Source: an optimization exercise on an open RTL-to-GDS flow (aim: small area). Production flows keep margins and buffers that such runs may drop. Function was checked by simulation only, so behaviour that the tests miss may differ from the original. Power figures rest on the tool's default switching activity, not on a simulated workload.

== v14 ==
## debug_interpreter
module debug_interpreter (
    input  wire          clk,
    input  wire          reset,
    input  wire          uart_rx_empty,
    input  wire          uart_read_response,
    input  wire [31:0]   uart_read_data,
    output logic         uart_read,
    input  wire          uart_write_response,
    output logic         uart_write,
    output logic [31:0]  uart_write_data,
    input  wire          finish_execution,
    output logic         core_clk_enable,
    output logic         core_reset,
    output logic         write_pulse,
    output logic [31:0]  num_of_cycles_to_pulse,
    output logic         reset_bus,
    output logic         memory_mux_selector,
    output logic [31:0]  end_position,
    output logic         memory_read,
    output logic         memory_write,
    output logic [31:0]  address,
    output logic [31:0]  write_data,
    input  wire  [31:0]  read_data
);
Size in the first run: about 160 flip-flops, about 240 I/O pins, roughly 8900 um^2 of cells after synthesis.
==> flow/config.mk <==
export PLATFORM = sky130hd
export DESIGN_NAME = debug_interpreter
export DESIGN_NICKNAME = debug_interpreter
export VERILOG_FILES = /design/flow/design.v
export SDC_FILE = /design/flow/constraint.sdc
export NUM_CORES = 4
export LEC_CHECK = 0
export CAP_MARGIN = 20
export CORE_MARGIN = 2
export CORE_UTILIZATION = 55
export GPL_TIMING_DRIVEN = 0
export SLEW_MARGIN = 20
==> flow/constraint.sdc <==
create_clock -name core_clock -period 5.0 [get_ports {clk}]
set_input_delay 1.0000 -clock core_clock [delete_from_list [all_inputs] [get_ports {clk}]]
set_output_delay 1.0000 -clock core_clock [all_outputs]
set_load 0.01 [all_outputs]
standard.sh (not shown) runs the stock make flow with config.mk's settings and CLKGATE_MAP_FILE= SYNTH_SCRIPT=/design/flow/synth_recipe.tcl, a recipe that flattens the netlist after the stock synthesis.
==> flow/flow/run.sh <==
#!/bin/bash
# Own flow: the standard layout (standard.sh, unchanged synthesis) with a few
# ORFS options set through the environment:
#  - port buffers: every input and output port still gets its own buffer, but the
#    smallest one (buf_1) instead of the default clkdlybuf4s50_1;
#  - the buffers ABC inserted during synthesis are removed at floorplan (placement is
#    not timing driven, so nothing else removes them); repair then adds what timing needs;
#  - clock tree: clkbuf_8 buffers and no dummy loads.
# ORFS writes each tool's full log under orfs/logs; make's own output goes to standard.log.
set -euo pipefail
export BUFFER_PORTS_ARGS="-buffer_cell sky130_fd_sc_hd__buf_1"
export REMOVE_ABC_BUFFERS=1
export CTS_ARGS="-sink_clustering_enable -repair_clock_nets -dont_use_dummy_load -buf_list sky130_fd_sc_hd__clkbuf_8"
bash standard.sh > standard.log 2>&1
v14 did not stop at any stage, and its layout met the timing, design-rule and antenna checks.
Input-level comparison between v55 and v14:
Settings: GPL_TIMING_DRIVEN changed from 0 to 1; CORE_UTILIZATION changed from 55 to 40; PLACE_DENSITY newly set to 0.75.
--- outcome ---
Final area: v55 vs v14, no meaningful difference. The internal power contribution on v55 is in line with that on v14. v55 and v14 ended up with nearly the same fmax. Cell area after placement (lower): v14. Summary of v55 over v14: met2 wire length increased by 3.8% relative to the old numbers; netlist area before placement stayed essentially flat; insertion delay to the later sink of the worst-skew pair about even; final wirelength picked up an extra 1.4 mm.
The following lists how v17 was set up differently from v55:
Settings: GPL_TIMING_DRIVEN: 1 -> 0; PLACE_DENSITY: 0.75 -> unset.
==> flow/flow/run.sh <==
#!/bin/bash
# Own flow: the standard layout (standard.sh, unchanged synthesis) with two
# placement/CTS options set through the environment:
#  - port buffers: every input and output port still gets its own buffer, but the
#    smallest one (buf_1) instead of the default clkdlybuf4s50_1;
#  - clock tree: clkbuf_8 buffers and no dummy loads.
# Each tool's output goes to ORFS's own logs under orfs/logs; make's output to standard.log.
set -euo pipefail
export BUFFER_PORTS_ARGS="-buffer_cell sky130_fd_sc_hd__buf_1"
export CTS_ARGS="-sink_clustering_enable -repair_clock_nets -dont_use_dummy_load -buf_list sky130_fd_sc_hd__clkbuf_8"
bash standard.sh > standard.log 2>&1
The run showing the smaller maximum clock skew at final layout is v55. v17 vs v55 on hold slack: v17 is the higher one. Worst setup path startpoint: st[3] -> v55, st[4] -> v17. v17 vs v55 — cell area climbed by a few percent. v55 → v17: post-synthesis instance area held, clock latency of the later-clocked register in the worst-skew pair held, transition time at the pin with the least slew margin went down 0.22 ns, overall power of the completed layout went up 0.012 mW. Initial antenna violation count was higher in the run labelled v55. Setup slack in v17 is smaller than in v55. Lower wire length per cell among v55 and v17: v55.
diff inputs: v17 => v32
Settings: changing GPL_TIMING_DRIVEN from 0 to 1.
diff --git a/flow/flow/run.sh b/flow/flow/run.sh
--- a/flow/flow/run.sh
+++ b/flow/flow/run.sh
@@ -2,2 +2,2 @@
-# Own flow: the standard layout (standard.sh, unchanged synthesis) with two
-# placement/CTS options set through the environment:
+# Own flow: the standard layout (standard.sh, unchanged synthesis) with a few
+# ORFS options set through the environment:
@@ -5,0 +6,2 @@
+#  - the buffers ABC inserted during synthesis are removed at floorplan (placement is
+#    not timing driven, so nothing else removes them); repair then adds what timing needs;
@@ -7 +9 @@
-# Each tool's output goes to ORFS's own logs under orfs/logs; make's output to standard.log.
+# ORFS writes each tool's full log under orfs/logs; make's own output goes to standard.log.
@@ -9,0 +12 @@
+export REMOVE_ABC_BUFFERS=1
Findings:
Higher DRC violation total after the first TritonRoute iteration goes to v32 over v17. v17 and v32 ended up with nearly the same area taken by multi-input logic gates. Delta (v32 minus v17): final design area excluding fillers -2.4%; maximum number of pins on one net before global-route repair picked up an extra 9; non-clock buffer count has decreased. Going from v17 to v32, the detailed-route via count was found to have gone down by 166. Looking at the reports, v17 completed the entire flow and the layout it produced met the timing, design-rule and antenna checks. v32 closes out successfully: all stages finished, all timing, DRC and antenna checks passed.

-- afterwards: timing with drivers on the ports --
The results above use ideal ports. As a check the final layouts listed here were re-extracted and re-timed, cells and wires unchanged. Step 1 (the two cells are an assumption about what drives the block):
set clk [get_ports {clk}]
set_driving_cell -lib_cell sky130_fd_sc_hd__clkbuf_16 $clk
set_driving_cell -lib_cell sky130_fd_sc_hd__buf_2 [delete_from_list [all_inputs] $clk]
Step 2, shift: input delay + t, output delay - t, t = (earliest + latest rising clock arrival at the registers) / 2. This alone moves slack from input paths to output paths. a / b / c = no drivers / after step 1 / after step 2; a / b = the first two.
run | t, ns | slack for setup (ns) | worst data-port slew with drivers (ns)
v14 | 0.490 | 0.348 / 0.348 / 0.348 | 0.06
v55 | 0.502 | 0.340 / 0.340 / 0.340 | 0.07
v17 | 0.486 | 0.324 / 0.324 / 0.324 | 0.08
v32 | 0.492 | 0.634 / 0.634 / 0.634 | 0.04
After both steps every run listed still meets setup and hold.
